Context: an optimization exercise on an open-source flow, tuned for small area, a short achievable clock period and few clock cycles per item. The choices shown serve that exercise and are no tape-out recipe.
At most, simulation tests tie the RTL to the original design; equivalence was not proved.
Function not checked in run 6: the RTL went through the layout flow alone.
Power is estimated from default activity; no workload was simulated.

$ cat design/flow/flow/sameregs.py
# sameregs.py A.v B.v: exit 0 when both netlists hold the same flip-flops
# (instance names and cell types), else 1.
import re, sys
def regs(path):
    text = open(path).read()
    return sorted(re.findall(r'^\s*(sky130_fd_sc_hd__(?:df|edf|sdf|dl)\w*)\s+(\\\S+|\w+)\s*\(', text, re.M), key=lambda t: t[1])
a, b = regs(sys.argv[1]), regs(sys.argv[2])
print(f"{len(a)} registers in {sys.argv[1]}, {len(b)} in {sys.argv[2]}")
if a != b:
    for x in sorted(set(a) ^ set(b))[:20]:
        print("differs:", x)
    sys.exit(1)
print("same registers")
$ cat design/flow/flow/abc.script
strash
dch -f
amap
strash
dch -f
amap
$ cat design/flow/design.v
`timescale 1ns/100ps
package conv_pkg;
    typedef logic signed [7:0] int8_t;
    typedef logic [16-1:0] bf16_t;
    typedef logic [9:0] smag_t;
    typedef logic [4*16-1:0] chunk_t;
    function automatic smag_t step1(input logic [7:0] v);
        logic [6:0] m;
        m = v[7] ? ((v[6:0] == 7'd0) ? 7'h7F : (~v[6:0] + 7'd1)) : v[6:0];
        step1 = {2'b00, v[7], m};
    endfunction
    function automatic smag_t step2(input smag_t t);
        logic z4;
        z4 = (t[6:3] == 4'd0);
        step2 = {1'b0, z4, t[7], z4 ? {t[2:0], 4'd0} : t[6:0]};
    endfunction
    function automatic smag_t step3(input smag_t t);
        logic z2;
        z2 = (t[6:5] == 2'd0);
        step3 = {z2, t[8], t[7], z2 ? {t[4:0], 2'd0} : t[6:0]};
    endfunction
    function automatic smag_t step4(input smag_t t);
        logic z1;
        z1 = !t[6];
        step4 = {t[9], t[8], t[7], z1, z1 ? {t[4:0], 1'b0} : t[5:0]};
    endfunction
    function automatic bf16_t finish(input smag_t t);
        logic z4, z2, z1, s;
        logic [7:0] e;
        z2 = t[9]; z4 = t[8]; s = t[7]; z1 = t[6];
        e[7]   = !(z4 && z2);
        e[6:3] = {4{z4 && z2 && !z1}};
        e[2]   = !(z4 ^ z2) && !(z4 && z2 && z1);
        e[1]   = z2 && !(z4 && z1);
        e[0]   = !z1;
        finish = {s, e, t[5:0], 1'b0};
    endfunction
    function automatic smag_t steps(input smag_t t, input int from, input int to);
        smag_t r;
        r = t;
        if (from < 2 && to >= 2) r = step2(r);
        if (from < 3 && to >= 3) r = step3(r);
        if (from < 4 && to >= 4) r = step4(r);
        steps = r;
    endfunction
endpackage
`timescale 1ns/100ps
module int8_to_smag #(parameter int CUT = 2)
(
    input  conv_pkg::int8_t value,
    output conv_pkg::smag_t smag
);
    assign smag = conv_pkg::steps(conv_pkg::step1(value), 1, CUT);
endmodule
module smag_to_bf16 #(parameter int CUT = 2)
(
    input  conv_pkg::smag_t smag,
    output conv_pkg::bf16_t result
);
    assign result = conv_pkg::finish(conv_pkg::steps(smag, CUT, 4));
endmodule
`timescale 1ns/100ps
module line_assembler
(
    input  logic                  half_sel,
    input  logic [64-1:0] mem_data_in,
    output conv_pkg::smag_t [3:0] smag
);
    logic [64/2-1:0] half;
    assign half = half_sel ? mem_data_in[64-1:64/2]
                           : mem_data_in[64/2-1:0];
    for (genvar i = 0; i < 4; i++) begin : g_lane
        int8_to_smag u_smag (
            .value (half[i*8 +: 8]),
            .smag  (smag[i])
        );
    end
endmodule
`timescale 1ns/100ps
module tile_buffer
(
    input  logic                  clk,
    input  conv_pkg::smag_t [3:0] smag_in,
    output logic [64-1:0] res_data_out
);
    conv_pkg::smag_t [3:0] smag_q;
    always_ff @(posedge clk)
        smag_q <= smag_in;
    for (genvar i = 0; i < 4; i++) begin : g_lane
        smag_to_bf16 u_conv (
            .smag   (smag_q[i]),
            .result (res_data_out[i*16 +: 16])
        );
    end
endmodule
`timescale 1ns/100ps
module tile_word_counter
(
    input  logic       clk,
    input  logic       rd_active,
    output logic [5:0] rd_word,
    output logic [5:0] wr_word,
    output logic       rd_last
);
    logic [6:0] seq;
    logic       fb;
    assign fb = seq[5] ^ seq[4] ^ (seq[4:0] == 5'd0);
    always_ff @(posedge clk) begin
        if (!rd_active)
            seq <= '0;
        else
            seq <= {seq[5:0], fb};
    end
    assign rd_word = seq[5:0];
    assign wr_word = seq[6:1];
    assign rd_last = (seq[5:0] == 6'b100000);
endmodule
`timescale 1ns/100ps
module tile_ctrl_fsm
(
    input  logic     clk,
    input  logic     rst,
    input  logic     comp_enb,
    input  logic     rd_last,
    output logic     rd_active,
    output logic     wr_active,
    output logic     busy,
    output logic     done
);
    always_ff @(posedge clk) begin
        if (rst) begin
            rd_active <= 1'b0;
            wr_active <= 1'b0;
        end else begin
            if (rd_active)
                rd_active <= !rd_last;
            else
                rd_active <= comp_enb && !wr_active;    
            wr_active <= rd_active;
        end
    end
    assign busy = rd_active;
    assign done = wr_active && !rd_active;    
endmodule
`timescale 1ns/100ps
module tile_convert_top
(
    input  logic                   clk,
    input  logic                   rst,
    input  logic                   comp_enb,
    output logic                   busy,
    output logic                   done,
    output logic [16-1:0] mem_addr,
    output logic                   mem_read_enb,
    input  logic [64-1:0]  mem_data_in,
    output logic [16-1:0] res_addr,
    output logic [64-1:0]  res_data_out,
    output logic                   res_write_enb
);
    logic                  rd_active;
    logic                  wr_active;
    logic                  rd_last;
    logic [5:0]            rd_word;
    logic [5:0]            wr_word;
    conv_pkg::smag_t [3:0] smag;
    tile_ctrl_fsm u_fsm (
        .clk       (clk),
        .rst       (rst),
        .comp_enb  (comp_enb),
        .rd_last   (rd_last),
        .rd_active (rd_active),
        .wr_active (wr_active),
        .busy      (busy),
        .done      (done)
    );
    tile_word_counter u_counter (
        .clk       (clk),
        .rd_active (rd_active),
        .rd_word   (rd_word),
        .wr_word   (wr_word),
        .rd_last   (rd_last)
    );
    line_assembler u_assembler (
        .half_sel    (rd_word[0]),
        .mem_data_in (mem_data_in),
        .smag        (smag)
    );
    tile_buffer u_buffer (
        .clk          (clk),
        .smag_in      (smag),
        .res_data_out (res_data_out)
    );
    assign mem_addr      = {11'd0, rd_word[5:1]};
    assign res_addr      = {10'd0, wr_word};
    assign mem_read_enb  = rd_active;
    assign res_write_enb = wr_active;
endmodule
$ cat design/flow/flow/run.sh
#!/bin/bash
# Standard layout with these changes:
#  - synthesis maps the logic with ABC's area script replaced by abc.script,
#    and without the adder extraction (ADDER_MAP_FILE empty); everything else,
#    register names included, is the standard synthesis; the run stops with
#    an error if its registers differ from the standard synthesis's;
#  - the port buffers are made from the smallest buffer cell;
#  - clock tree synthesis inserts no dummy loads and uses clkbuf_4 only;
#  - one tie cell drives all constant outputs.
# Each tool's output goes to a log of its own in this folder.
set -euo pipefail
here=$(pwd)
res=$here/orfs/results/$FLOW_PLATFORM/tile_convert_top/base

# The standard synthesis, kept for its registers
bash standard.sh synth > synth_standard.log 2>&1
cp $res/1_2_yosys.v $here/standard_synth.v
rm -rf $here/orfs

# ORFS's scripts with the area ABC script replaced
cp -r $FLOW_HOME/scripts $here/scripts
cp $here/flow/abc.script $here/scripts/abc_area.script
bash standard.sh synth SCRIPTS_DIR=$here/scripts ABC_AREA=1 ADDER_MAP_FILE= > synth.log 2>&1
python3 $here/flow/sameregs.py $here/standard_synth.v $res/1_2_yosys.v > sameregs.log 2>&1

export BUFFER_PORTS_ARGS="-buffer_cell sky130_fd_sc_hd__buf_1"
export CTS_ARGS="-sink_clustering_enable -repair_clock_nets -dont_use_dummy_load -buf_list {sky130_fd_sc_hd__clkbuf_4 sky130_fd_sc_hd__clkbuf_8}"
export SKIP_REPAIR_TIE_FANOUT=1
bash standard.sh finish > standard.log 2>&1
$ cat design/flow/config.mk
export PLATFORM = sky130hd
export DESIGN_NAME = tile_convert_top
export DESIGN_NICKNAME = tile_convert_top
export VERILOG_FILES = /design/flow/design.v
export SDC_FILE = /design/flow/constraint.sdc
export NUM_CORES = 4
export LEC_CHECK = 0
export CAP_MARGIN = 20
export CORE_MARGIN = 2
export CORE_UTILIZATION = 40
export SETUP_SLACK_MARGIN = 4.7
export SLEW_MARGIN = 20
$ cat design/flow/standard.sh
#!/bin/bash
# synth_recipe.tcl (not shown) runs the flow's synth.tcl, then flattens the netlist and writes it again
# the make line also repeats each setting of config.mk as NAME=value (left out here)
make -C /OpenROAD-flow-scripts/flow DESIGN_CONFIG=/design/flow/config.mk WORK_HOME=/design/flow/orfs CLKGATE_MAP_FILE= SYNTH_SCRIPT=/design/flow/synth_recipe.tcl "${@:-finish}"
$ cat design/flow/constraint.sdc
create_clock -name core_clock -period 8.0 [get_ports {clk}]
set_input_delay 1.6000 -clock core_clock [delete_from_list [all_inputs] [get_ports {clk}]]
set_output_delay 1.6000 -clock core_clock [all_outputs]
set_load 0.01 [all_outputs]
==> impl_metrics.ini, run 1 <==
[yosys]
ys_types = 28
yosys-top-cells-area = dfxtp_1 (34%), buf_4 (13%), o22ai_1 (12%)
ys_seq_elements = 45
ys.warnings.count = 5
synth_area_per_cell_um2 = 7.34
synth_fp_nets = 428
yosysTopAreaCell = dfxtp_1
synth_cells = 361
yosys.area.top_type_share_pct = 34.0
ys_seq_area_share_pct = 34.0
synth_area_mm2 = 0.00265

[clock_network]
cts-root-buf = clkbuf_8
htree_levels = 2
clk_pin_slew_worst_paths_ns = 0.08
clock_sinks = 45
clk_latency_ns = 0.29
clockBufferDepth = 2
cts_tree = built
cts_made_buffers = 5

[detailed_routing]
dr.pass1.iters = 4
wl_mm = 6.41
via_count = 2854
wire_per_inst_um = 11.8
first_iter_violations = 89
vias_per_cell = 5.26
drc = 0
drtAntennaViolNets = 0

[critical_path]
endpoint_kind = output pin
slowest_delay_ns = 0.42
path_class = reg2out
crit_chain = nor2_4, a21oi_4, inv_2, o22ai_1, buf_1
slowest_stage = dfxtp_1
required_ns = 6.40
arrival_ns = 1.55
startpoint_type = flip-flop
cp_max_fo = 10

[floorplanning]
fp.dieH_um = 85.4
core-area_mm2 = 0.00639
initial_core_util_pct = 41.5
die_area_mm2 = 0.00730
rows = 29
ioPinCount = 167
die_w_um = 85.4

[global_routing]
grt_use_total_pct = 16.8
grt_overflow_total = 0
antenna_found_initial = 0
grt_max_degree = 34
grt_pass1_wl_mm = 10.2
first_global_vias = 2379

[job]
cap_violations = 0

[finish]
fin_nets = 535
drive_above_1_share_pct = 8.58
stdcell_count = 543
area_growth_pct = 20.4
num_antenna_cells = 0
fillers = 641

[timing]
finalSetupViolations = 0
maxSlewViolCount = 0
grt_setup_unrepaired = yes
tightest_slew_ns = 0.512
clock_skew_ns = 0.0186
final.setup.worst_slack_ns = 4.85
hold_viol_final = 0
max-slew-margin-rel_pct = 65.8
max_freq_ghz = 0.317
period_minus_slack_ns = 3.15
finalCritPeriodShare_pct = 39.4
timing.setup.tns_ns = 0

[pwr]
vdd_drop_max_v = 0.000114
p_leak_nw = 1.12
powerDensity_mw_per_mm2 = 238

[placed_design]
dp_hpwl_mm = 5.02
place.gp.congestion = 0.848
dp_slack_ns = 4.36
dpl.cell_count = 533
port_buffers = 141

[worst_hold_path]
hold_path_class = reg2reg

[run_status]
status = complete, no violations
path summary, 6_finish.rpt:
path / startpoint / endpoint / slack [ns] / cells past startpoint
min: u_counter.seq[5] / u_counter.seq[6] / 0.49 / 2
max reg2reg: u_counter.seq[0] / u_buffer.smag_q[1] / 5.39 / 10
min reg2reg: u_counter.seq[5] / u_counter.seq[6] / 0.49 / 2
max: u_buffer.smag_q[6] / res_data_out[3] / 4.85 / 5
critical path, delay by kind of cell (launching register included):
| family | cells | cell delay [ns] |
|---|---|---|
| simple gates | 1 | 0.10 |
| compound gates | 2 | 0.46 |
| flops | 1 | 0.42 |
| buf+inv | 2 | 0.28 |
layout by cell type (no fill, tap or decap), types with 3 or more instances in the layout:
cell type / count
a311oi_1: 3
o22ai_1: 45
nor2b_1: 5
nand2_1: 22
clkbuf_8: 5
a22o_1: 8
nand4b_1: 4
buf_1: 141
o22ai_2: 7
a21oi_1: 25
clkinv_1: 24
nor2_2: 3
nor2_4: 4
a211oi_1: 9
buf_4: 6
nor2_1: 55
dfxtp_1: 45
o21ai_0: 20
inv_2: 3
cells in the mapped netlist:
master and number:
nand4b_1 4, o22a_1 2, nor3_1 3, nand4_1 1, o211ai_1 2, nand2_1 22
a21oi_1 29, o311a_1 1, a22oi_1 2, a2111oi_0 1, nor2_1 62, o21ai_0 22
o31ai_1 1, a211o_1 1, buf_4 47, nand3_1 4, clkinv_1 28, a22o_1 8
dfxtp_1 45, and3_1 1, o22ai_1 52, nor2b_1 6, a211oi_1 9, conb_1 1
nor4_1 2, o21a_1 1, and2_0 1, a311oi_1 3
cell type report:
type,count,area [µm²],share of cell area (%)
clock buffers,5,68.8,2.16
multi-input cells,241,1450,45.3
repair buffers,147,574,18.0
well taps,77,96.3,3.02
inverters,28,106,3.33
flip-flops and latches,45,901,28.2
cell families (layout without fill, tap and decap cells):
family	after synthesis	in the layout	share of synthesized area [%]
AO/OA/AOI/OAI	134	134	31.5
AND/OR/NAND/NOR	106	106	17.1
buffers and inverters	75	180	17.3
flip-flops	45	45	34.0
other	1	1	0.141
sequential cells by signal (all words and copies together), names as in the netlist:
name and count:
u_buffer.smag_q 36, u_counter.seq 7, u_fsm.rd_active 1, u_fsm.wr_active 1
metal layers:
metal / wire length [µm] / track usage [%] / vias up
met4: 91 / 5.34 / 0
li1: - / - / 1488
met3: 451 / 2.63 / 8
met5: 0 / 0 / -
met1: 2820 / 21.6 / 1249
met2: 3050 / 28.9 / 109
stage by stage:
step	hold WS (ns)	area, µm²	util, %	power, W
finish	0.492	3190	50.0	0.000760
global route	0.527	3190	50.0	0.000820
global placement	0.478	2940	46.0	0.000614
floorplan	0.504	2660	-	0.000530
detailed placement	0.485	2940	46.0	0.000615
CTS	0.499	3080	48.2	0.000752
repair_timing:
item / 4_1_cts / 5_1_grt
gates resized for setup: 12 / 26
hold buffers: 0 / 0
endpoints found under the setup margin: 51 / 51
pin swaps: 2 / 3
buffers inserted: 2 / 3
hold endpoints to repair: 0 / 0
where the power goes:
part / switching [W] / total (W) / internal (W) / leakage, nW
logic: 0.000220 / 0.000349 / 0.000129 / 0.705
clock network: 0.0000640 / 0.000120 / 0.0000562 / 0.0359
registers: 0.0000277 / 0.000291 / 0.000263 / 0.376
total: 0.000312 / 0.000760 / 0.000448 / 1.12
Testbench counts, summed over its fixed seeds: cycles 4,224, tiles 64.
==> run 2, diff against run 1 <==
--- a/design/flow/config.mk
+++ b/design/flow/config.mk
@@ -10,3 +10,3 @@
 export CORE_UTILIZATION = 40
-export SETUP_SLACK_MARGIN = 4.7
+export SETUP_SLACK_MARGIN = 4.65
 export SLEW_MARGIN = 20
==> run 2 against run 1 <==
Global-route usage increased by 0.061 points. Sequential power about the same. Total power decreased by 0.29%. First-iteration DRC count decreased by 15%. Setup slack got worse by 0.0088 ns. Non-clock buffer count decreased by 2. Critical path depth unchanged.
==> impl_metrics.ini, run 2 <==
[clock_network]
ctsHoldBuffers = 0
clock_sinks = 45
cts-root-buf = clkbuf_8
clockBufferDepth = 2
cts_made_buffers = 5
cts_tree = built
clk_latency_ns = 0.29
htree_levels = 2
clk_pin_slew_worst_paths_ns = 0.08

[critical_path]
arrival_ns = 1.56
endpoint_kind = output pin
critPathBufInv = 2
path_class = reg2out
cp_max_fo = 10
slowest_delay_ns = 0.42
cp_top_family = compound AO/OA/AOI/OAI gates
slowest_stage = dfxtp_1
required_ns = 6.40
crit_chain = nor2_4, a21oi_4, inv_2, o22ai_1, buf_1
startpoint_type = flip-flop

[global_routing]
first_global_vias = 2378
grt_max_degree = 34
antenna_found_initial = 0
grt_use_total_pct = 16.9
grt_pass1_wl_mm = 10.2
grt_overflow_total = 0

[timing]
timing.setup.tns_ns = 0
max-slew-margin-rel_pct = 59.3
clock_skew_ns = 0.0186
finalCritPeriodShare_pct = 39.5
period_minus_slack_ns = 3.16
tightest_slew_ns = 0.611
grt_setup_unrepaired = yes
finalSetupViolations = 0
maxSlewViolCount = 0
max_freq_ghz = 0.316
hold_viol_final = 0

[placed_design]
port_buffers = 141
place.gp.congestion = 0.848
dp_hpwl_mm = 5.02

[yosys]
ys_seq_elements = 45
yosys.area.top_type_share_pct = 34.0
synth_area_mm2 = 0.00265
yosys-top-cells-area = dfxtp_1 (34%), buf_4 (13%), o22ai_1 (12%)
ys.flop_type = dfxtp_1
ys.warnings.count = 5
synth_fp_nets = 428
synth_cells = 361
ys_types = 28
synth_most_common_cell = nor2_1
yosysTopAreaCell = dfxtp_1
synthArstFlopShare_pct = 0
synth_edf_count = 0
synth_area_per_cell_um2 = 7.34
ys_seq_area_share_pct = 34.0
synthTopCellsByCount = nor2_1 (62), o22ai_1 (52), buf_4 (47)

[finish]
drive_above_1_share_pct = 7.33
num_antenna_cells = 0
reg.largest.list = u_buffer.smag_q x36, u_counter.seq x7
mostFrequentLayoutCells = buf_1 (141), nor2_1 (55), o22ai_1 (47)
fin_nets = 533
area_growth_pct = 19.6
largest_reg_flops = 36
max_flop_register = u_buffer.smag_q
fin_util_pct = 49.7
mostFrequentLayoutCell = buf_1

[worst_hold_path]
hold_path_class = reg2reg

[detailed_routing]
drc = 0
vias_per_cell = 5.24
dr.pass1.iters = 4
wl_mm = 6.37
wire_per_inst_um = 11.8
via_count = 2837
first_iter_violations = 76
drtAntennaViolNets = 0

[floorplanning]
core-area_mm2 = 0.00639
fp.dieH_um = 85.4
die_area_mm2 = 0.00730
rows = 29
die_w_um = 85.4
ioPinCount = 167
initial_core_util_pct = 41.5

[job]
cap_violations = 0

[pwr]
vdd_drop_max_v = 0.000121
p_leak_nw = 1.11
powerDensity_mw_per_mm2 = 239

[run_status]
status = complete, no violations
[run 2: changes by cell type in the layout (fill, tap and decap cells not counted), sizes merged]
cell  change
buf       -2
[run 2: power by group]
part / internal (W) / leakage (nW) / total (W) / switching, W
combinational: 0.000127 / 0.694 / 0.000346 / 0.000220
clock: 0.0000562 / 0.0359 / 0.000120 / 0.0000637
sequential: 0.000263 / 0.376 / 0.000291 / 0.0000285
[run 2: cell type report]
type / instances / area, µm²
tap: 77 / 96.3
timing repair buffer: 145 / 559
sequential: 45 / 901
multi-input combinational: 241 / 1440
clock buffer: 5 / 68.8
inverter: 28 / 106
fill: 650 / 3210
[run 2: final timing paths]
kind / start / end / slack (ns) / cells after the start
max: u_buffer.smag_q[6] / res_data_out[3] / 4.84 / 5
min reg2reg: u_counter.seq[5] / u_counter.seq[6] / 0.49 / 2
max reg2reg: u_counter.seq[0] / u_buffer.smag_q[21] / 5.35 / 12
min: u_counter.seq[5] / u_counter.seq[6] / 0.49 / 2
[run 2: logic make-up after synthesis]
logic type / Yosys count / share of synthesized area, %
compound gates: 134 / 31.5
buf+inv: 75 / 17.3
flops: 45 / 34.0
other cells: 1 / 0.141
simple gates: 106 / 17.1
[run 2: through the flow]
| stage | area [µm²] | setup slack, ns | power (W) | std cells | hold WS (ns) |
|---|---|---|---|---|---|
| 2_1_floorplan | 2660 | 4.72 | 0.000530 | 361 | 0.504 |
| 3_3_place_gp | 2940 | 4.36 | 0.000614 | 533 | 0.478 |
| 3_5_place_dp | 2940 | 4.36 | 0.000615 | 533 | 0.485 |
| 4_1_cts | 3060 | 4.65 | 0.000748 | 539 | 0.499 |
| 5_1_grt | 3170 | 4.59 | 0.000818 | 541 | 0.527 |
| 6_report | 3170 | 4.84 | 0.000757 | 541 | 0.492 |
[run 2: worst min-delay path, cell delays in order (launching register included)]
cell and delay, ns:
dfxtp_1 0.33, clkinv_1 0.08, nor2_1 0.05
[run 2: timing repair]
action | 4_1_cts | 5_1_grt
resized for setup | 9 | 26
setup endpoints to repair | 34 | 56
pin swaps | 2 | 3
setup buffers | 1 | 2
[run 2: layer usage]
layer	part of all wire [%]	track usage, %	wire [µm]	up-vias
met1	45	21.6	2870	1241
met5	0	0	0	-
met2	47	29.0	3000	99
met4	1.7	5.34	107	0
li1	-	-	-	1487
met3	6.0	2.63	382	10
==> run 3, diff against run 2 <==
--- a/design/flow/config.mk
+++ b/design/flow/config.mk
@@ -10,2 +10,3 @@
 export CORE_UTILIZATION = 40
+export PLACE_DENSITY = 0.7
 export SETUP_SLACK_MARGIN = 4.65
==> run 3 against run 2 <==
Hold slack better by 0.014 ns. First-iteration DRC count is 1.3% higher. Global-route usage is 0.34 points higher. Die area stayed put. Combinational power is 1% higher. Critical endpoint is now res_data_out[5]. Largest power group unchanged. Highest routed layer unchanged.
==> impl_metrics.ini, run 3 <==
[global_routing]
grt_max_degree = 35
grt_overflow_total = 0
grt_pass1_wl_mm = 10.4
first_global_vias = 2460
grt_use_total_pct = 17.2
antenna_found_initial = 0

[run_status]
status = complete, no violations

[clock_network]
htree_levels = 2
clockBufferDepth = 2
clock_sinks = 45
cts_made_buffers = 5
ctsHoldBuffers = 0
cts-root-buf = clkbuf_8
clk_pin_slew_worst_paths_ns = 0.08
clk_latency_ns = 0.29
cts_tree = built

[finish]
num_antenna_cells = 0
largest_reg_flops = 36
mostFrequentLayoutCell = buf_1
reg.largest.list = u_buffer.smag_q x36, u_counter.seq x7
fin_nets = 536
mostFrequentLayoutCells = buf_1 (141), nor2_1 (57), o22ai_1 (46)
drive_above_1_share_pct = 7.71
max_flop_register = u_buffer.smag_q
area_growth_pct = 20.2

[timing]
timing.setup.tns_ns = 0
finalCritPeriodShare_pct = 40.2
finalSetupViolations = 0
clock_skew_ns = 0.0226
max-slew-margin-rel_pct = 58.4
grt_setup_unrepaired = no
tightest_slew_ns = 0.625
max_freq_ghz = 0.311
hold_viol_final = 0
maxSlewViolCount = 0
period_minus_slack_ns = 3.22

[critical_path]
cpMostUsedCell = o22ai_1
cp_max_fo = 8
startpoint_type = flip-flop
required_ns = 6.40
crit_chain = nor2_4, clkinv_1, o22ai_1, o22ai_1, buf_1
slowest_delay_ns = 0.36
cp_top_family = buffers and inverters
slowest_stage = dfxtp_1
arrival_ns = 1.62
critPathBufInv = 2
endpoint_kind = output pin
path_class = reg2out

[detailed_routing]
vias_per_cell = 5.25
drc = 0
wire_per_inst_um = 12.2
first_iter_violations = 77
dr.pass1.iters = 4
drtAntennaViolNets = 0
wl_mm = 6.64
via_count = 2854

[pwr]
powerDensity_mw_per_mm2 = 239
swShare_pct = 41.2
p_leak_nw = 1.12
seq_power_share_pct = 38.3
p_int_w = 0.000448
fin_total_pwr_w = 0.000762
p_sw_w = 0.000314
vdd_drop_max_v = 0.000113
p_clk_share_pct = 15.7
pwr-share-comb_pct = 46.0

[job]
cap_violations = 0

[yosys]
synth_fp_nets = 428
synth_area_per_cell_um2 = 7.34
synth_edf_count = 0
synthSimpleGateAreaFrac_pct = 17.1
synth_top_family_by_area = compound AO/OA/AOI/OAI gates
synthXorXnorAreaFrac_pct = 0
ys_seq_area_share_pct = 34.0
synth_fa_ha_area_share_pct = 0
ys_types = 28
synthArstFlopShare_pct = 0
synth_cells = 361
ys_seq_elements = 45
synth-compound-area-share_pct = 31.5
yosys-top-cells-area = dfxtp_1 (34%), buf_4 (13%), o22ai_1 (12%)
muxShareOfSynthArea_pct = 0
yosysTopAreaCell = dfxtp_1
ys.warnings.count = 5
synth_area_mm2 = 0.00265
ys.flop_type = dfxtp_1
yosys.area.top_type_share_pct = 34.0
synth_most_common_cell = nor2_1
synthTopCellsByCount = nor2_1 (62), o22ai_1 (52), buf_4 (47)

[floorplanning]
die_area_mm2 = 0.00730
initial_core_util_pct = 41.5
rows = 29
die_w_um = 85.4
fp.dieH_um = 85.4
ioPinCount = 167
core-area_mm2 = 0.00639

[worst_hold_path]
hold_path_class = reg2reg

[placed_design]
place.gp.congestion = 0.925
dp_hpwl_mm = 5.16
port_buffers = 141
run 3: cell types whose count changed in the layout (fill, tap and decap cells not counted), sizes merged:
cell	before	now
buf	145	148
run 3: logic make-up after synthesis:
| family | after synthesis |
|---|---|
| AO/OA/AOI/OAI | 134 |
| buffers and inverters | 75 |
| flip-flops | 45 |
| other | 1 |
| AND/OR/NAND/NOR | 106 |
run 3: power groups by stage:
stage | Combinational, W | Clock [W] | Sequential [W]
2_1_floorplan | 0.000244 | 0 | 0.000286
3_3_place_gp | 0.000323 | 0 | 0.000287
3_5_place_dp | 0.000328 | 0 | 0.000288
4_1_cts | 0.000339 | 0.000126 | 0.000287
5_1_grt | 0.000391 | 0.000135 | 0.000296
6_report | 0.000351 | 0.000120 | 0.000291
run 3: final cells by class:
cell class | count | area (µm²)
timing repair buffer | 148 | 582
multi-input combinational | 241 | 1430
inverter | 28 | 108
clock buffer | 5 | 68.8
fill | 663 | 3200
tap | 77 | 96.3
sequential | 45 | 901
run 3: path summary, 6_finish.rpt:
check	from	to	slack, ns	depth (start not counted)
worst min register to register	u_counter.seq[2]	u_counter.seq[3]	0.51	1
worst min-delay path	u_counter.seq[2]	u_counter.seq[3]	0.51	1
worst max-delay path	u_buffer.smag_q[6]	res_data_out[5]	4.78	5
worst max register to register	u_counter.seq[0]	u_buffer.smag_q[4]	5.30	8
run 3: metrics by stage:
step           area [µm²]  utilization (%)  worst slack (ns)  instances  hold WS [ns]
2_1_floorplan        2660                -              4.72        361         0.504
3_3_place_gp         2940             46.0              4.45        533         0.492
3_5_place_dp         2940             46.0              4.36        533         0.499
4_1_cts              3070             48.1              4.65        540         0.501
5_1_grt              3190             49.9              4.64        544         0.521
6_report             3190             49.9              4.78        544         0.506
run 3: layer usage:
metal,up-vias,track usage [%],share of wire (%)
li1,1488,-,-
met1,1263,19.9,43
met2,98,32.4,51
met3,5,3.40,5.6
met4,0,4.04,0.86
met5,-,0,0
run 3: timing repair:
action / in CTS / in global routing
pin swaps: 1 / 3
buffers inserted: 2 / 4
resized for setup: 10 / 25
setup endpoints to repair: 32 / 47
==> run 4, diff against run 3 <==
==> design/flow/flow/abc.script (replaced) <==
&get -n
&deepsyn -T 60
&put
dch -f
amap
--- a/design/flow/config.mk
+++ b/design/flow/config.mk
@@ -10,3 +10,2 @@
 export CORE_UTILIZATION = 40
-export PLACE_DENSITY = 0.7
 export SETUP_SLACK_MARGIN = 4.65
==> run 4 against run 3 <==
Setup slack got worse by 0.053 ns. Routed wire length down 0.12%. Sequential share of layout area increased by 0.056 points. Sequential cell count unchanged. Combinational power is 2% higher. Synthesized cell count increased by 9.4%. Area after synthesis increased by 4.4%. Core utilization decreased by 2.8 points. Cell count is 5.7% higher. Design area down 0.20%. Global-route usage shrank 0.16 points. Critical path depth rose by 6. Largest power group unchanged.
==> impl_metrics.ini, run 4 <==
[run_status]
status = complete, no violations

[job]
cap_violations = 0

[critical_path]
required_ns = 8.21
endpoint_kind = flip-flop
path_class = in2reg
startpoint_type = primary input
cp_top_family = simple AND/OR/NAND/NOR gates
slowest_stage = o22ai_1
slowest_delay_ns = 0.28
crit_chain = buf_1, o22ai_1, nor2b_1, and3_1, nand2_1, nand2_1, o21a_1, nand3b_1, nor3_4, clkinv_1, o211ai_1
rrSetupSlack_ns = 5.25
ff2ff_path_depth = 11
rr_startpoint = u_counter.seq[0]
cp_max_fo = 5
r2r-end = u_buffer.smag_q[14]
arrival_ns = 3.48
critPathBufInv = 2
crit_cells = 11
cpMostUsedCell = nand2_1

[yosys]
ys_types = 20
yosys-top-cells-area = dfxtp_1 (33%), buf_4 (13%), nor2_1 (9.8%)
ys_seq_elements = 45
synth_cells = 395
synth_edf_count = 0
synth_most_common_cell = nor2_1
ys_seq_area_share_pct = 32.5
synth_area_per_cell_um2 = 7.01
yosysTopAreaCell = dfxtp_1
synth_fp_nets = 462
ys.warnings.count = 5
synthTopCellsByCount = nor2_1 (72), buf_4 (47), dfxtp_1 (45)
synth_area_mm2 = 0.00277
ys.flop_type = dfxtp_1
synthArstFlopShare_pct = 0
yosys.area.top_type_share_pct = 32.5

[finish]
max_flop_register = u_buffer.smag_q
drive_above_1_share_pct = 3.23
mostFrequentLayoutCell = buf_1
reg.largest.list = u_buffer.smag_q x36, u_counter.seq x7
num_antenna_cells = 0
area_growth_pct = 14.9
largest_reg_flops = 36
fin_nets = 564
mostFrequentLayoutCells = buf_1 (141), nor2_1 (69), dfxtp_1 (45)
fin_util_pct = 47.1
stdcell_count = 575

[pwr]
p_sw_w = 0.000321
p_int_w = 0.000449
pwr-share-comb_pct = 46.5
p_leak_nw = 1.11
seq_power_share_pct = 37.8
swShare_pct = 41.7
p_clk_share_pct = 15.7
vdd_drop_max_v = 0.000116
powerDensity_mw_per_mm2 = 242

[floorplanning]
core-area_mm2 = 0.00676
rows = 30
die_area_mm2 = 0.00760
fp.dieH_um = 87.2
ioPinCount = 167
die_w_um = 87.2
initial_core_util_pct = 41.0

[worst_hold_path]
hold_start = u_counter.seq[4]
min_to = u_counter.seq[5]
hold_path_class = reg2reg
worstHoldPathCells = 2

[detailed_routing]
dr.pass1.iters = 4
drc = 0
wire_per_inst_um = 11.5
drtAntennaViolNets = 0
vias_per_cell = 5.01
wl_mm = 6.63
via_count = 2881
first_iter_violations = 110

[timing]
tightest_slew_ns = 0.588
period_minus_slack_ns = 3.27
hold_viol_final = 0
finalSetupViolations = 0
timing.setup.tns_ns = 0
clock_skew_ns = 0.00429
grt_setup_unrepaired = yes
finalCritPeriodShare_pct = 40.9
max_freq_ghz = 0.306
max-slew-margin-rel_pct = 60.8
hold_slack_ns = 0.480
final.setup.worst_slack_ns = 4.73
maxSlewViolCount = 0

[global_routing]
first_global_vias = 2398
grt_max_degree = 34
grt_use_total_pct = 17.1
grt_pass1_wl_mm = 10.4
grt_overflow_total = 0
antenna_found_initial = 0

[clock_network]
cts_tree = built
ctsHoldBuffers = 0
cts-root-buf = clkbuf_8
htree_levels = 2
clock_sinks = 45
clk_latency_ns = 0.28
cts_made_buffers = 5
clk_pin_slew_worst_paths_ns = 0.08
clockBufferDepth = 2

[placed_design]
port_buffers = 141
dp_slack_ns = 4.28
dpl.cell_count = 570
place.gp.congestion = 0.847
dp_hpwl_mm = 5.30
run 4: changes by cell type in the layout (fill, tap and decap cells not counted), sizes merged, moves of 6 or more:
cell,delta
nor2,+10
nand2,+12
a21oi,+8
clkinv,+15
o21a,+8
o22a,+11
buf,-6
a22o,-8
o22ai,-13
run 4: repair_timing:
| action | 4_1_cts | 5_1_grt |
|---|---|---|
| buffers inserted | 0 | 0 |
| endpoints found under the setup margin | 7 | 17 |
| gates resized for setup | 4 | 12 |
run 4: worst register-to-register path, stage by stage (launching register included):
cell,delay (ns)
dfxtp_1,0.35
clkinv_2,0.37
o22ai_1,0.43
nor2b_1,0.26
and3_1,0.22
nand2_1,0.08
nand2_1,0.10
o21a_1,0.16
nand3b_1,0.16
nor3_4,0.25
clkinv_1,0.12
o211ai_1,0.18
run 4: worst max-delay path by stage:
stage | slack [ns] | start | to
after floorplan | 4.75 | mem_data_in[16] | u_buffer.smag_q[24]
after global placement | 4.29 | mem_data_in[0] | u_buffer.smag_q[4]
after detailed placement | 4.28 | mem_data_in[0] | u_buffer.smag_q[4]
after CTS | 4.71 | u_buffer.smag_q[16] | res_data_out[22]
after global routing | 4.52 | mem_data_in[8] | u_buffer.smag_q[15]
final | 4.73 | mem_data_in[8] | u_buffer.smag_q[14]
run 4: layer usage:
metal	vias up	GRT usage (%)	share of wire [%]
li1	1533	-	-
met5	-	0	0
met2	93	28.2	48
met4	0	5.45	1.1
met1	1248	22.4	45
met3	7	3.32	5.5
run 4: final cells by class:
type / count / area (µm²)
timing repair buffer: 142 / 537
fill: 692 / 3570
clock buffer: 5 / 68.8
sequential: 45 / 901
multi-input combinational: 263 / 1420
tap: 80 / 100
inverter: 40 / 151
run 4: logic make-up (layout without fill, tap and decap cells):
kind of cell    after synthesis  in the layout  synth area share [%]
compound gates              131            131                  29.1
simple gates                131            131                  20.0
buf+inv                      87            187                  18.2
flops                        45             45                  32.5
other cells                   1              1                 0.135
run 4: power groups by stage:
stage / Combinational, W / Sequential (W) / Clock [W]
2_1_floorplan: 0.000259 / 0.000292 / 0
3_3_place_gp: 0.000348 / 0.000295 / 0
3_5_place_dp: 0.000349 / 0.000295 / 0
4_1_cts: 0.000353 / 0.000289 / 0.000125
5_1_grt: 0.000407 / 0.000296 / 0.000134
6_report: 0.000358 / 0.000291 / 0.000121
run 4: metrics by stage:
step                      cell area, µm²  power (W)
after floorplan                     2770   0.000551
after global placement              3050   0.000643
after detailed placement            3050   0.000644
after CTS                           3140   0.000767
after global routing                3180   0.000837
final                               3180   0.000770
==> run 5, diff against run 4 <==
==> design/flow/flow/abc.script (replaced) <==
strash
dch -f
amap
strash
dch -f
amap
--- a/design/flow/config.mk
+++ b/design/flow/config.mk
@@ -9,3 +9,3 @@
 export CORE_MARGIN = 2
-export CORE_UTILIZATION = 40
+export CORE_UTILIZATION = 55
 export SETUP_SLACK_MARGIN = 4.65
==> run 5 against run 4 <==
Sequential power about the same. Sequential share of layout area up 0.32 points. Setup slack gained 0.048 ns. Maximum frequency rose by 1.5%. Still clean. Combinational power shrank 3%. Area after synthesis decreased by 4.2%. Clock power about the same. Routed wire length decreased by 2.3%. Clock skew up 0.0033 ns.
==> impl_metrics.ini, run 5 <==
[run_status]
status = complete, no violations

[critical_path]
cp_top_family = simple AND/OR/NAND/NOR gates
crit_chain = buf_1, o22ai_2, clkinv_1, nor2_2, nand3_1, nor3_2, and3_4, a21oi_1, o21ai_0, nand4b_1, clkinv_1, nor2_1
path_class = in2reg
rr_startpoint = u_counter.seq[0]
cpMostUsedCell = clkinv_1
ff2ff_path_depth = 12
rrSetupSlack_ns = 5.27
endpoint_kind = flip-flop
cp_max_fo = 6
slowest_stage = and3_4
required_ns = 8.23
arrival_ns = 3.45
slowest_delay_ns = 0.25
critPathBufInv = 3
r2r-end = u_buffer.smag_q[1]
startpoint_type = primary input

[global_routing]
grt_pass1_wl_mm = 9.53
first_global_vias = 2288
grt_max_degree = 34
antenna_found_initial = 0
grt_overflow_total = 0
grt_use_total_pct = 22.2

[detailed_routing]
wl_mm = 6.48
dr.pass1.iters = 4
via_count = 2933
vias_per_cell = 5.62
drc = 0
first_iter_violations = 106
wire_per_inst_um = 12.4
drtAntennaViolNets = 0

[floorplanning]
fp.dieH_um = 73.4
core-area_mm2 = 0.00469
die_w_um = 73.4
rows = 25
die_area_mm2 = 0.00539
initial_core_util_pct = 56.5
ioPinCount = 167

[timing]
tightest_slew_ns = 0.520
period_minus_slack_ns = 3.22
timing.setup.tns_ns = 0
max-slew-margin-rel_pct = 65.3
maxSlewViolCount = 0
clock_skew_ns = 0.00755
hold_viol_final = 0
finalSetupViolations = 0
max_freq_ghz = 0.310
grt_setup_unrepaired = yes
finalCritPeriodShare_pct = 40.3
hold_slack_ns = 0.494

[clock_network]
cts_made_buffers = 5
clk_pin_slew_worst_paths_ns = 0.07
cts_tree = built
htree_levels = 2
cts-root-buf = clkbuf_8
clockBufferDepth = 2
clock_sinks = 45
clk_latency_ns = 0.28

[placed_design]
dpl.cell_count = 510
port_buffers = 141
place.gp.congestion = 0.906
dp_hpwl_mm = 4.91

[finish]
fillers = 476
drive_above_1_share_pct = 7.48
mostFrequentLayoutCell = buf_1
max_flop_register = u_buffer.smag_q
stdcell_count = 522
multi_input_area_mm2 = 0.00141
largest_reg_flops = 36
num_antenna_cells = 0
mostFrequentLayoutCells = buf_1 (141), nor2_1 (56), o22ai_1 (47)
fin_nets = 537
seqCellArea_um2 = 901
reg.largest.list = u_buffer.smag_q x36, u_counter.seq x7
area_growth_pct = 18.7

[yosys]
synth_area_mm2 = 0.00265
synth_most_common_cell = nor2_1
synthArstFlopShare_pct = 0
synth_fp_nets = 428
synth_edf_count = 0
yosys-top-cells-area = dfxtp_1 (34%), buf_4 (13%), o22ai_1 (12%)
ys.warnings.count = 5
ys.flop_type = dfxtp_1
synth_area_per_cell_um2 = 7.34
yosysTopAreaCell = dfxtp_1
synth_cells = 361
synthTopCellsByCount = nor2_1 (62), o22ai_1 (52), buf_4 (47)
ys_seq_area_share_pct = 34.0
ys_seq_elements = 45
ys_types = 28
yosys.area.top_type_share_pct = 34.0

[worst_hold_path]
min_to = u_counter.seq[6]
hold_start = u_counter.seq[5]
worstHoldPathCells = 2
hold_path_class = reg2reg

[pwr]
powerDensity_mw_per_mm2 = 241
p_leak_nw = 1.11
fin_total_pwr_w = 0.000759
vdd_drop_max_v = 0.000132

[job]
cap_violations = 0
[run 5: changes by cell type after synthesis, sizes merged, moves of 5 or more]
cell    previous run  this run
a21oi             37        29
a22o               0         8
clkinv            40        28
o22a              13         2
a211oi             4         9
nor2              72        62
o22ai             39        52
o21a               9         1
nand2             34        22
[run 5: worst max path at each step]
stage	startpoint	cells after the start	to	slack, ns
after floorplan	mem_data_in[8]	9	u_buffer.smag_q[12]	4.72
after global placement	mem_data_in[0]	12	u_buffer.smag_q[0]	4.39
after detailed placement	mem_data_in[0]	12	u_buffer.smag_q[1]	4.33
after CTS	mem_data_in[0]	12	u_buffer.smag_q[1]	4.66
after global routing	mem_data_in[17]	12	u_buffer.smag_q[22]	4.58
final	mem_data_in[0]	12	u_buffer.smag_q[1]	4.78
[run 5: layer usage]
layer | track usage (%) | share of wire [%] | vias up
li1 | - | - | 1491
met1 | 25.6 | 41 | 1310
met2 | 41.1 | 51 | 122
met3 | 4.66 | 6.4 | 10
met4 | 6.26 | 1.5 | 0
met5 | 0 | 0 | -
[run 5: report_power, final]
part	switching [W]	total, W	leakage [nW]	internal, W
logic	0.000221	0.000349	0.700	0.000128
registers	0.0000270	0.000290	0.376	0.000263
clock network	0.0000640	0.000120	0.0359	0.0000563
[run 5: tightest hold or removal path, stage by stage (launching register included)]
cell and delay (ns):
dfxtp_1 0.33, clkinv_1 0.08, nor2_1 0.05
[run 5: stage by stage]
step	area, µm²	util, %	setup slack, ns
floorplan	2660	-	4.72
finish	3150	67.1	4.78
CTS	3040	64.8	4.66
detailed placement	2910	62.0	4.33
global placement	2910	62.0	4.39
global route	3150	67.1	4.58
[run 5: cells by family after synthesis]
group                  Yosys count  share of synthesized area [%]
and+or+nand+nor                106                           17.1
AOI/OAI and AO/OA              134                           31.5
other                            1                          0.141
buffers and inverters           75                           17.3
DFF                             45                           34.0
[run 5: area by class of cell]
cell class | instances | area share, %
multi-input combinational | 241 | 44.9
sequential | 45 | 28.6
timing repair buffer | 149 | 18.7
inverter | 28 | 3.38
clock buffer | 5 | 2.19
tap | 54 | 2.15
[run 5: timing repair]
action	in CTS	in global routing
hold buffers	0	0
resized for setup	10	18
pin swaps	2	4
setup buffers	2	5
endpoints found under the setup margin	38	57
cloned	0	0
==> run 6, diff against run 5 <==
--- a/design/flow/design.v
+++ b/design/flow/design.v
@@ -8,3 +8,3 @@
         logic [6:0] m;
-        m = v[7] ? ((v[6:0] == 7'd0) ? 7'h7F : (~v[6:0] + 7'd1)) : v[6:0];
+        m = (v == 8'h80) ? 7'h7F : 7'(v[7] ? -v : v);
         step1 = {2'b00, v[7], m};
--- a/design/flow/config.mk
+++ b/design/flow/config.mk
@@ -9,3 +9,3 @@
 export CORE_MARGIN = 2
-export CORE_UTILIZATION = 55
+export CORE_UTILIZATION = 40
 export SETUP_SLACK_MARGIN = 4.65
==> run 6 against run 5 <==
Highest routed layer unchanged. Area after synthesis up 0.57%. Still clean. Sequential cell count unchanged. Critical path type is now reg2out. Sequential share of layout area down 0.49 points. Critical path depth down 7. First-iteration DRC count up 0.94%. Non-clock buffer count unchanged. Routed wire length down 2.0%. Cell count up 5.6%. Clock-buffer cell count unchanged. Sequential power about the same. Total power up 2.2%. Register-to-register slack about the same.
==> impl_metrics.ini, run 6 <==
[floorplanning]
die_w_um = 85.6
core-area_mm2 = 0.00639
die_area_mm2 = 0.00734
rows = 29
initial_core_util_pct = 41.8
ioPinCount = 167
fp.dieH_um = 85.6

[finish]
max_flop_register = u_buffer.smag_q
mostFrequentLayoutCell = buf_1
reg.largest.list = u_buffer.smag_q x36, u_counter.seq x7
postLayoutCellArea_mm2 = 0.00320
drive_above_1_share_pct = 7.81
stdcell_count = 551
largest_reg_flops = 36
fin_nets = 543
num_antenna_cells = 0
area_growth_pct = 20.1
mostFrequentLayoutCells = buf_1 (141), nor2_1 (65), o22ai_1 (46)

[yosys]
synthSimpleGateAreaFrac_pct = 18.0
synthArstFlopShare_pct = 0
synth-compound-area-share_pct = 30.9
yosys.area.top_type_share_pct = 33.8
ys_seq_elements = 45
ys_seq_area_share_pct = 33.8
synth_fp_nets = 434
synth_cells = 367
yosysTopAreaCell = dfxtp_1
synthXorXnorAreaFrac_pct = 0
synth_top_family_by_area = compound AO/OA/AOI/OAI gates
synth_area_mm2 = 0.00267
ys_types = 24
synthTopCellsByCount = nor2_1 (71), o22ai_1 (50), buf_4 (47)
yosys-top-cells-area = dfxtp_1 (34%), buf_4 (13%), o22ai_1 (12%)
muxShareOfSynthArea_pct = 0
synth_area_per_cell_um2 = 7.27
synth_edf_count = 0
ys.flop_type = dfxtp_1
synth_fa_ha_area_share_pct = 0
synth_most_common_cell = nor2_1
ys.warnings.count = 5

[critical_path]
endpoint_kind = output pin
startpoint_type = flip-flop
arrival_ns = 1.66
ff2ff_path_depth = 13
path_class = reg2out
required_ns = 6.40
cp_max_fo = 8

[pwr]
p_leak_nw = 1.14
vdd_drop_max_v = 0.000125
powerDensity_mw_per_mm2 = 242

[clock_network]
cts_tree = built
clk_latency_ns = 0.30
htree_levels = 2
cts_made_buffers = 5
cts-root-buf = clkbuf_8
clockBufferDepth = 2
clock_sinks = 45
clk_pin_slew_worst_paths_ns = 0.09

[timing]
grt_setup_unrepaired = no
tightest_slew_ns = 0.686
finalSetupViolations = 0
max-slew-margin-rel_pct = 54.3
timing.setup.tns_ns = 0
period_minus_slack_ns = 3.26
max_freq_ghz = 0.307
clock_skew_ns = 0.0292
maxSlewViolCount = 0
hold_viol_final = 0
final.setup.worst_slack_ns = 4.74
finalCritPeriodShare_pct = 40.7

[placed_design]
dpl_cell_area_mm2 = 0.00295
dpl.cell_count = 539
dp_hpwl_mm = 4.86
place.gp.congestion = 0.824
dp_slack_ns = 4.36
port_buffers = 141

[detailed_routing]
wl_mm = 6.35
dr.pass1.iters = 4
first_iter_violations = 107
vias_per_cell = 5.11
drc = 0
wire_per_inst_um = 11.5
via_count = 2818
drtAntennaViolNets = 0

[worst_hold_path]
hold_path_class = reg2reg
worstHoldPathCells = 1

[global_routing]
grt_max_degree = 35
antenna_found_initial = 0
grt_use_total_pct = 16.3
use_met1_pct = 20.5
grt_use_met2_pct = 27.9
grt_pass1_wl_mm = 9.90
top_usage_layer = met2
grt_overflow_total = 0
first_global_vias = 2312
met3_usage_pct = 3.56

[run_status]
status = complete, no violations

[job]
cap_violations = 0
==> run 6: cell types whose count changed after synthesis, sizes merged, moves of 2 or more <==
| cell | delta |
|---|---|
| a22o | +2 |
| and2 | +2 |
| nand2 | -2 |
| nor2 | +9 |
| nor3 | +2 |
| o211ai | -2 |
| o21a | +2 |
| o22ai | -2 |
==> run 6: what timing repair did <==
| item | CTS | global route |
|---|---|---|
| resized for setup | 7 | 28 |
| endpoints found under the setup margin | 27 | 56 |
| hold buffers | 0 | 0 |
| gates cloned | 0 | 0 |
| pin swaps | 1 | 2 |
| buffers inserted | 2 | 5 |
==> run 6: metal layers <==
| metal | share of wire, % | vias up | wire length, µm |
|---|---|---|---|
| li1 | - | 1495 | - |
| met3 | 6.3 | 5 | 402 |
| met1 | 44 | 1221 | 2790 |
| met5 | 0 | - | 0 |
| met4 | 0.90 | 0 | 57 |
| met2 | 49 | 97 | 3090 |
==> run 6: area by class of cell <==
cell class / instances / area, µm²
Clock buffer: 5 / 68.8
Sequential cell: 45 / 901
Multi-Input combinational cell: 247 / 1440
Tap cell: 77 / 96.3
Fill cell: 676 / 3180
Timing Repair Buffer: 149 / 589
Inverter: 28 / 108
==> run 6: stage by stage <==
stage | utilization, % | total power [W] | hold slack [ns]
2_1_floorplan | - | 0.000540 | 0.504
3_3_place_gp | 46.2 | 0.000624 | 0.485
3_5_place_dp | 46.2 | 0.000625 | 0.496
4_1_cts | 48.0 | 0.000757 | 0.509
5_1_grt | 50.1 | 0.000841 | 0.523
6_report | 50.1 | 0.000776 | 0.505
==> run 6: path summary, 6_finish.rpt <==
path / start / to / slack (ns)
worst max-delay path: u_buffer.smag_q[6] / res_data_out[6] / 4.74
worst min-delay path: u_counter.seq[3] / u_counter.seq[4] / 0.51
worst max register to register: u_counter.seq[0] / u_buffer.smag_q[30] / 5.27
worst min register to register: u_counter.seq[3] / u_counter.seq[4] / 0.51
==> run 6: kinds of logic (layout without fill, tap and decap cells) <==
family,Yosys count,count (layout)
DFF,45,45
AOI/OAI and AO/OA,132,132
other,1,1
and+or+nand+nor,114,114
buffers and inverters,75,182
==> run 6: worst max-delay path, cell delays in order, from the launching register on <==
cell and delay, ns:
dfxtp_1 0.33, nor2_2 0.32, clkinv_1 0.24, o22ai_1 0.23
a22oi_1 0.12, buf_1 0.14
==> run 6: report_power, final <==
group | switching, W | leakage [nW] | internal, W | total [W]
combinational | 0.000229 | 0.725 | 0.000135 | 0.000364
sequential | 0.0000285 | 0.376 | 0.000264 | 0.000292
clock | 0.0000640 | 0.0359 | 0.0000563 | 0.000120
total | 0.000321 | 1.14 | 0.000455 | 0.000776
==> run 7, diff against run 6 <==
--- a/design/flow/design.v
+++ b/design/flow/design.v
@@ -8,3 +8,3 @@
         logic [6:0] m;
-        m = (v == 8'h80) ? 7'h7F : 7'(v[7] ? -v : v);
+        m = v[7] ? ((v[6:0] == 7'd0) ? 7'h7F : (~v[6:0] + 7'd1)) : v[6:0];
         step1 = {2'b00, v[7], m};
--- a/design/flow/flow/run.sh
+++ b/design/flow/flow/run.sh
@@ -7,3 +7,4 @@
 #  - the port buffers are made from the smallest buffer cell;
-#  - clock tree synthesis inserts no dummy loads and uses clkbuf_4 only;
+#  - clock tree synthesis inserts no dummy loads and picks its buffers
+#    from clkbuf_4 and clkbuf_8;
 #  - one tie cell drives all constant outputs.
==> run 7 against run 6 <==
Critical path type unchanged. Global-route usage increased by 0.62 points. Setup slack better by 0.096 ns. Critical endpoint is now res_data_out[3]. Sequential power about the same. Routed wire length rose by 0.33%. Die area fell by 0.54%. Synthesized cell count decreased by 1.6%. Clock power about the same. Maximum frequency increased by 3.0%. Largest cell class unchanged.
==> impl_metrics.ini, run 7 <==
[detailed_routing]
dr.pass1.iters = 4
wire_per_inst_um = 11.8
vias_per_cell = 5.24
first_iter_violations = 76
via_count = 2837
drc = 0
wl_mm = 6.37
drtAntennaViolNets = 0

[global_routing]
grt_use_total_pct = 16.9
grt_max_degree = 34
grt_overflow_total = 0
grt_pass1_wl_mm = 10.2
first_global_vias = 2378
antenna_found_initial = 0

[yosys]
synth_edf_count = 0
yosysTopAreaCell = dfxtp_1
synthTopCellsByCount = nor2_1 (62), o22ai_1 (52), buf_4 (47)
synth_most_common_cell = nor2_1
synth_area_per_cell_um2 = 7.34
ys_seq_elements = 45
synthArstFlopShare_pct = 0
ys_seq_area_share_pct = 34.0
synth_fp_nets = 428
ys.warnings.count = 5
yosys-top-cells-area = dfxtp_1 (34%), buf_4 (13%), o22ai_1 (12%)
synth_cells = 361
yosys.area.top_type_share_pct = 34.0
ys_types = 28
synth_area_mm2 = 0.00265
ys.flop_type = dfxtp_1

[floorplanning]
die_area_mm2 = 0.00730
fp.dieH_um = 85.4
initial_core_util_pct = 41.5
rows = 29
die_w_um = 85.4
ioPinCount = 167
core-area_mm2 = 0.00639

[timing]
max_freq_ghz = 0.316
clock_skew_ns = 0.0186
finalCritPeriodShare_pct = 39.5
grt_setup_unrepaired = yes
maxSlewViolCount = 0
final.setup.worst_slack_ns = 4.84
finalSetupViolations = 0
hold_viol_final = 0
tightest_slew_ns = 0.611
max-slew-margin-rel_pct = 59.3
timing.setup.tns_ns = 0
period_minus_slack_ns = 3.16

[finish]
fin_nets = 533
max_flop_register = u_buffer.smag_q
mostFrequentLayoutCells = buf_1 (141), nor2_1 (55), o22ai_1 (47)
drive_above_1_share_pct = 7.33
largest_reg_flops = 36
area_growth_pct = 19.6
num_antenna_cells = 0
mostFrequentLayoutCell = buf_1
reg.largest.list = u_buffer.smag_q x36, u_counter.seq x7

[pwr]
vdd_drop_max_v = 0.000121
powerDensity_mw_per_mm2 = 239
p_leak_nw = 1.11

[clock_network]
clock_sinks = 45
cts_made_buffers = 5
ctsHoldBuffers = 0
clk_pin_slew_worst_paths_ns = 0.08
cts_tree = built
clk_latency_ns = 0.29
clockBufferDepth = 2
htree_levels = 2
cts-root-buf = clkbuf_8

[critical_path]
rrSetupSlack_ns = 5.35
startpoint_type = flip-flop
endpoint_kind = output pin
cp_max_fo = 10
path_class = reg2out
arrival_ns = 1.56
required_ns = 6.40

[job]
cap_violations = 0

[placed_design]
port_buffers = 141
place.gp.congestion = 0.848
dp_slack_ns = 4.36
dp_hpwl_mm = 5.02

[run_status]
status = complete, no violations

[worst_hold_path]
hold_path_class = reg2reg
[run 7: through the flow]
| step | area (µm²) | total power (W) | hold slack (ns) | std cells | utilization [%] |
|---|---|---|---|---|---|
| after global routing | 3170 | 0.000818 | 0.527 | 541 | 49.7 |
| after floorplan | 2660 | 0.000530 | 0.504 | 361 | - |
| after detailed placement | 2940 | 0.000615 | 0.485 | 533 | 46.0 |
| after global placement | 2940 | 0.000614 | 0.478 | 533 | 46.0 |
| after CTS | 3060 | 0.000748 | 0.499 | 539 | 47.9 |
| final | 3170 | 0.000757 | 0.492 | 541 | 49.7 |
[run 7: cell type report]
type,count,area [µm²]
multi-input cells,241,1440
inverters,28,106
clock buffers,5,68.8
well taps,77,96.3
flip-flops and latches,45,901
repair buffers,145,559
fillers,650,3210
[run 7: critical path, cell delays in order, from the launching register on]
cell	delay (ns)
dfxtp_1	0.42
nor2_4	0.10
a21oi_4	0.27
inv_2	0.10
o22ai_1	0.20
buf_1	0.18
[run 7: timing repair]
item	4_1_cts	5_1_grt
endpoints found under the setup margin	34	56
buffers inserted	1	2
resized for setup	9	26
pin swaps	2	3
[run 7: worst paths after layout]
kind                      startpoint                   to  cells past startpoint
hold reg to reg     u_counter.seq[5]     u_counter.seq[6]                      2
setup reg to reg    u_counter.seq[0]  u_buffer.smag_q[21]                     12
setup / recovery  u_buffer.smag_q[6]      res_data_out[3]                      5
hold / removal      u_counter.seq[5]     u_counter.seq[6]                      2
[run 7: layer usage]
layer  up-vias  track usage (%)  wire length, µm
li1       1487                -                -
met1      1241             21.6             2870
met2        99             29.0             3000
met3        10             2.63              382
met4         0             5.34              107
met5         -                0                0
[run 7: kinds of logic (layout without fill, tap and decap cells)]
| group | after synthesis | in the layout | share of synthesized area, % |
|---|---|---|---|
| AO/OA/AOI/OAI | 134 | 134 | 31.5 |
| AND/OR/NAND/NOR | 106 | 106 | 17.1 |
| buffers and inverters | 75 | 178 | 17.3 |
| flip-flops | 45 | 45 | 34.0 |
| other | 1 | 1 | 0.141 |
[run 7: power by group]
group | internal [W] | leakage, nW | switching, W
Sequential | 0.000263 | 0.376 | 0.0000285
Clock | 0.0000562 | 0.0359 | 0.0000637
Combinational | 0.000127 | 0.694 | 0.000220
Testbench counts of run 7, summed over its fixed seeds: cycles 4,224, tiles 64.
==> run 8, diff against run 7 <==
==> design/flow/flow/abc.script (replaced) <==
strash
dch -f
map -a
==> run 8 against run 7 <==
Sequential power about the same. Non-clock buffer count fell by 3. Area after synthesis rose by 15%. Sequential cell count unchanged. Core utilization down 1.5 points. Clock power hardly changed. Critical path depth is the same. Critical endpoint is now res_data_out[19]. Largest cell class unchanged. Largest power group unchanged. Highest routed layer unchanged.
==> impl_metrics.ini, run 8 <==
[run_status]
status = complete, no violations

[detailed_routing]
first_iter_violations = 85
wl_mm = 7.42
drtAntennaViolNets = 0
dr.pass1.iters = 4
vias_per_cell = 4.65
drc = 0
via_count = 3271
wire_per_inst_um = 10.6

[yosys]
synth_fa_ha_area_share_pct = 0
ys.flop_type = dfxtp_1
synth_fp_nets = 571
yosys.area.top_type_share_pct = 29.5
synth_edf_count = 0
synth-compound-area-share_pct = 15.4
yosys-top-cells-area = dfxtp_1 (29%), nand2_1 (18%), buf_4 (12%)
synth_cells = 504
ys.warnings.count = 5
synthTopCellsByCount = nand2_1 (144), nor2_1 (70), clkinv_1 (65)
ys_seq_area_share_pct = 29.5
synth_most_common_cell = nand2_1
synth_top_family_by_area = simple AND/OR/NAND/NOR gates
synth_area_per_cell_um2 = 6.06
synthSimpleGateAreaFrac_pct = 33.5
ys_seq_elements = 45
synthArstFlopShare_pct = 0
muxShareOfSynthArea_pct = 0
ys_types = 26
yosysTopAreaCell = dfxtp_1
synthXorXnorAreaFrac_pct = 2.01
synth_area_mm2 = 0.00306

[global_routing]
grt_max_degree = 34
antenna_found_initial = 0
grt_overflow_total = 0
grt_use_total_pct = 17.5
grt_pass1_wl_mm = 12.4
first_global_vias = 2931

[timing]
tightest_slew_ns = 0.610
period_minus_slack_ns = 3.22
clock_skew_ns = 0.0138
hold_viol_final = 0
finalCritPeriodShare_pct = 40.2
maxSlewViolCount = 0
max_freq_ghz = 0.311
timing.setup.tns_ns = 0
max-slew-margin-rel_pct = 59.2
grt_setup_unrepaired = no
finalSetupViolations = 0

[placed_design]
dpl.cell_count = 698
port_buffers = 141
dp_hpwl_mm = 5.91
place.gp.congestion = 0.846

[critical_path]
cp_max_fo = 11
r2r-end = u_buffer.smag_q[30]
rrSetupSlack_ns = 5.26
arrival_ns = 1.62
endpoint_kind = output pin
startpoint_type = flip-flop
ff2ff_path_depth = 16
path_class = reg2out
rr_startpoint = u_counter.seq[0]
required_ns = 6.40

[worst_hold_path]
hold_path_class = reg2reg
min_to = u_counter.seq[2]
worstHoldPathCells = 2
hold_start = u_counter.seq[1]

[finish]
fin_nets = 673
stdcell_count = 703
max_flop_register = u_buffer.smag_q
drive_above_1_share_pct = 4.14
area_growth_pct = 15.5
fillers = 790
reg.largest.list = u_buffer.smag_q x36, u_counter.seq x7
mostFrequentLayoutCell = nand2_1
mostFrequentLayoutCells = nand2_1 (143), buf_1 (141), clkinv_1 (62), nor2_1 (62), dfxtp_1 (44)
num_antenna_cells = 0
largest_reg_flops = 36

[job]
cap_violations = 0

[clock_network]
ctsHoldBuffers = 0
clockBufferDepth = 2
clk_latency_ns = 0.29
cts_setup_buffers = 0
htree_levels = 2
cts_tree = built
cts_made_buffers = 5
clock_sinks = 45
cts-root-buf = clkbuf_8
clk_pin_slew_worst_paths_ns = 0.07

[pwr]
p_clk_share_pct = 15.6
vdd_drop_max_v = 0.0000971
p_sw_w = 0.000329
seq_power_share_pct = 38.1
swShare_pct = 42.7
pwr-share-comb_pct = 46.3
powerDensity_mw_per_mm2 = 218
p_leak_nw = 1.40
p_int_w = 0.000442

[floorplanning]
initial_core_util_pct = 41.7
die_area_mm2 = 0.00835
ioPinCount = 167
rows = 31
die_w_um = 91.4
fp.dieH_um = 91.4
core-area_mm2 = 0.00733
==> run 8: cell types whose count changed after synthesis, moves of 15 or more <==
cell      change
nor3_1       +15
clkinv_1     +37
o21ai_0      +18
nand2_1     +122
o22ai_1      -52
==> run 8: how the worst max path moves through the flow <==
| stage | startpoint | endpoint | slack, ns | depth (start not counted) |
|---|---|---|---|---|
| global placement | mem_data_in[24] | u_buffer.smag_q[30] | 4.55 | 16 |
| floorplan | u_counter.seq[0] | u_buffer.smag_q[30] | 4.73 | 16 |
| finish | u_buffer.smag_q[16] | res_data_out[19] | 4.78 | 5 |
| detailed placement | mem_data_in[24] | u_buffer.smag_q[30] | 4.40 | 16 |
| CTS | u_buffer.smag_q[26] | res_data_out[41] | 4.67 | 5 |
| global route | u_buffer.smag_q[6] | res_data_out[9] | 4.64 | 5 |
==> run 8: through the flow <==
stage	cell area, µm²	total power, W	hold WS [ns]	util [%]	setup WS (ns)
after floorplan	3060	0.000544	0.469	-	4.73
after global placement	3360	0.000633	0.439	45.9	4.55
after detailed placement	3360	0.000636	0.450	45.9	4.40
after CTS	3460	0.000764	0.461	47.2	4.67
after global routing	3530	0.000840	0.485	48.1	4.64
final	3530	0.000771	0.463	48.1	4.78
==> run 8: critical path, cell delays in order (launching register included) <==
cell and delay, ns:
dfxtp_1 0.44, nor2_4 0.11, a21oi_4 0.23, clkinv_1 0.18, o21ai_0 0.20, buf_1 0.17
==> run 8: kinds of logic (layout without fill, tap and decap cells) <==
kind of cell	after synthesis	count (layout)
other	1	1
and+or+nand+nor	254	254
AOI/OAI and AO/OA	85	85
buffers and inverters	112	212
DFF	45	45
xor gates and xnor gates	7	7
==> run 8: timing repair <==
action	4_1_cts	5_1_grt
resized for setup	8	18
endpoints found under the setup margin	40	39
pin swaps	0	1
==> run 8: cell type report <==
| cell class | instances | area (µm²) | share of cell area, % |
|---|---|---|---|
| multi-input combinational | 347 | 1650 | 46.8 |
| sequential | 45 | 902 | 25.6 |
| timing repair buffer | 142 | 537 | 15.2 |
| inverter | 65 | 248 | 7.02 |
| tap | 99 | 124 | 3.51 |
| clock buffer | 5 | 68.8 | 1.95 |
==> run 8: power by group through the flow <==
stage | sequential (W) | clock [W] | combinational (W)
2_1_floorplan | 0.000287 | 0 | 0.000258
3_3_place_gp | 0.000288 | 0 | 0.000345
3_5_place_dp | 0.000288 | 0 | 0.000348
4_1_cts | 0.000287 | 0.000126 | 0.000352
5_1_grt | 0.000298 | 0.000133 | 0.000409
6_report | 0.000294 | 0.000121 | 0.000357
==> run 8: metal layers <==
layer | part of all wire (%) | track usage, % | up-vias
li1 | - | - | 1767
met1 | 46 | 21.3 | 1394
met2 | 48 | 31.7 | 103
met3 | 5.5 | 3.24 | 7
met4 | 1.0 | 4.17 | 0
met5 | 0 | 0 | -
==> run 9, diff against run 8 <==
==> design/flow/flow/abc.script (replaced) <==
strash
dch -f
amap
strash
dch -f
amap
--- a/design/flow/config.mk
+++ b/design/flow/config.mk
@@ -12 +12,2 @@
 export SLEW_MARGIN = 20
+export TNS_END_PERCENT = 10
==> run 9 against run 8 <==
Sequential share of layout area grew 3.1 points. Sequential power is 1% lower. Design area down 11%. Non-clock buffer count increased by 2. Register-to-register slack improved by 0.05 ns. Core utilization rose by 1.1 points. Global-route usage shrank 0.70 points. Critical path depth did not move. Die area down 13%. Total power fell by 2.4%. Largest power group unchanged. Highest routed layer unchanged.
==> impl_metrics.ini, run 9 <==
[run_status]
status = complete, no violations

[worst_hold_path]
hold_start = u_counter.seq[5]
min_to = u_counter.seq[6]
worstHoldPathCells = 2

[timing]
grt_setup_unrepaired = yes
finalCritPeriodShare_pct = 41.0
tightest_slew_ns = 0.627
clock_skew_ns = 0.0185
maxSlewViolCount = 0
finalSetupViolations = 0
period_minus_slack_ns = 3.28
timing.setup.tns_ns = 0
final.setup.worst_slack_ns = 4.72
hold_viol_final = 0

[critical_path]
endpoint_kind = output pin
cp_max_fo = 10
arrival_ns = 1.68
rr_startpoint = u_counter.seq[0]
path_class = reg2out
ff2ff_path_depth = 12
rrSetupSlack_ns = 5.31
startpoint_type = flip-flop

[finish]
num_antenna_cells = 0
drive_above_1_share_pct = 6.26
fillers = 649
mostFrequentLayoutCell = buf_1
area_growth_pct = 18.7
fin_nets = 532
multi_input_area_mm2 = 0.00142
mostFrequentLayoutCells = buf_1 (141), nor2_1 (56), o22ai_1 (49)
max_flop_register = u_buffer.smag_q
reg.largest.list = u_buffer.smag_q x36, u_counter.seq x7

[yosys]
ys_seq_elements = 45
synth_cells = 361
synth_fp_nets = 428
yosys.area.top_type_share_pct = 34.0
synth_most_common_cell = nor2_1
synthArstFlopShare_pct = 0
ys.flop_type = dfxtp_1
ys.warnings.count = 5
yosys-top-cells-area = dfxtp_1 (34%), buf_4 (13%), o22ai_1 (12%)
synth_edf_count = 0
ys_seq_area_share_pct = 34.0
ys_types = 28
synth_area_mm2 = 0.00265

[detailed_routing]
drc = 0
drtAntennaViolNets = 0
wire_per_inst_um = 11.9
dr.pass1.iters = 4
first_iter_violations = 76

[global_routing]
grt_overflow_total = 0
grt_pass1_wl_mm = 10.1
grt_use_total_pct = 16.8
first_global_vias = 2359
grt_max_degree = 34

[placed_design]
port_buffers = 141
dp_hpwl_mm = 5.02
place.gp.congestion = 0.848
dpl.cell_count = 533

[pwr]
fin_total_pwr_w = 0.000752
p_leak_nw = 1.09
powerDensity_mw_per_mm2 = 239

[floorplanning]
die_w_um = 85.4
rows = 29
core-area_mm2 = 0.00639
ioPinCount = 167

[clock_network]
ctsHoldBuffers = 0
clk_latency_ns = 0.29
htree_levels = 2
cts_tree = built
cts-root-buf = clkbuf_8
[run 9: cell count changes after synthesis, sizes merged, moves of 7 or more]
cell,change
nand2,-122
o22ai,+52
clkinv,-37
o21ai,-18
nor3,-15
a22o,+8
nand3,-8
nor2,-8
o21bai,-7
[run 9: power by group]
group | internal (W) | leakage [nW] | switching (W) | total [W]
Sequential | 0.000263 | 0.376 | 0.0000276 | 0.000290
Clock | 0.0000562 | 0.0359 | 0.0000642 | 0.000120
Combinational | 0.000123 | 0.683 | 0.000219 | 0.000342
Total | 0.000442 | 1.09 | 0.000311 | 0.000752
[run 9: cell type report]
| class | instances | share of cell area [%] |
|---|---|---|
| Multi-Input combinational cell | 241 | 45.2 |
| Sequential cell | 45 | 28.6 |
| Timing Repair Buffer | 144 | 17.5 |
| Inverter | 28 | 3.38 |
| Tap cell | 77 | 3.06 |
| Clock buffer | 5 | 2.19 |
[run 9: cells by family after synthesis]
kind of cell,after synthesis,synth area share [%]
AOI/OAI and AO/OA,134,31.5
and+or+nand+nor,106,17.1
buffers and inverters,75,17.3
DFF,45,34.0
other,1,0.141
[run 9: worst max-delay path by stage]
stage	to	cells after the start	slack [ns]
after floorplan	u_buffer.smag_q[12]	9	4.72
after global placement	u_buffer.smag_q[1]	12	4.36
after detailed placement	u_buffer.smag_q[10]	10	4.36
after CTS	res_data_out[6]	5	4.60
after global routing	u_buffer.smag_q[20]	12	4.55
final	res_data_out[5]	5	4.72
[run 9: per-stage QoR]
| stage | utilization (%) | instance area (µm²) | hold WS [ns] |
|---|---|---|---|
| finish | 49.3 | 3150 | 0.492 |
| global placement | 46.0 | 2940 | 0.478 |
| detailed placement | 46.0 | 2940 | 0.485 |
| global route | 49.3 | 3150 | 0.527 |
| floorplan | - | 2660 | 0.504 |
| CTS | 47.5 | 3030 | 0.499 |
[run 9: worst max-delay path: stages, from the launching register on]
cell,delay (ns)
dfxtp_1,0.42
nor2_4,0.10
a21oi_4,0.27
clkinv_1,0.20
o22ai_1,0.22
buf_1,0.17
[run 9: per-layer routing]
layer	track usage (%)	share of wire [%]	wire length, µm	vias up
met5	0	0	0	-
met4	5.34	1.4	91	0
met3	2.63	6.0	382	8
met2	28.7	47	3030	99
met1	21.8	45	2900	1228
li1	-	-	-	1477
[run 9: repair_timing]
item / 4_1_cts / 5_1_grt
gates resized for setup: 6 / 23
endpoints found under the setup margin: 34 / 65
buffers inserted: 0 / 2
pin swaps: 0 / 2

Re-timed with assumed drivers on the ports (clkbuf_16 on the clock, buf_2 on other inputs), run 9 has 4.693 ns of setup slack against 4.720 ns with ideal ports, and 4.508 ns once port delays also move by the mid clock arrival of 0.311 ns.
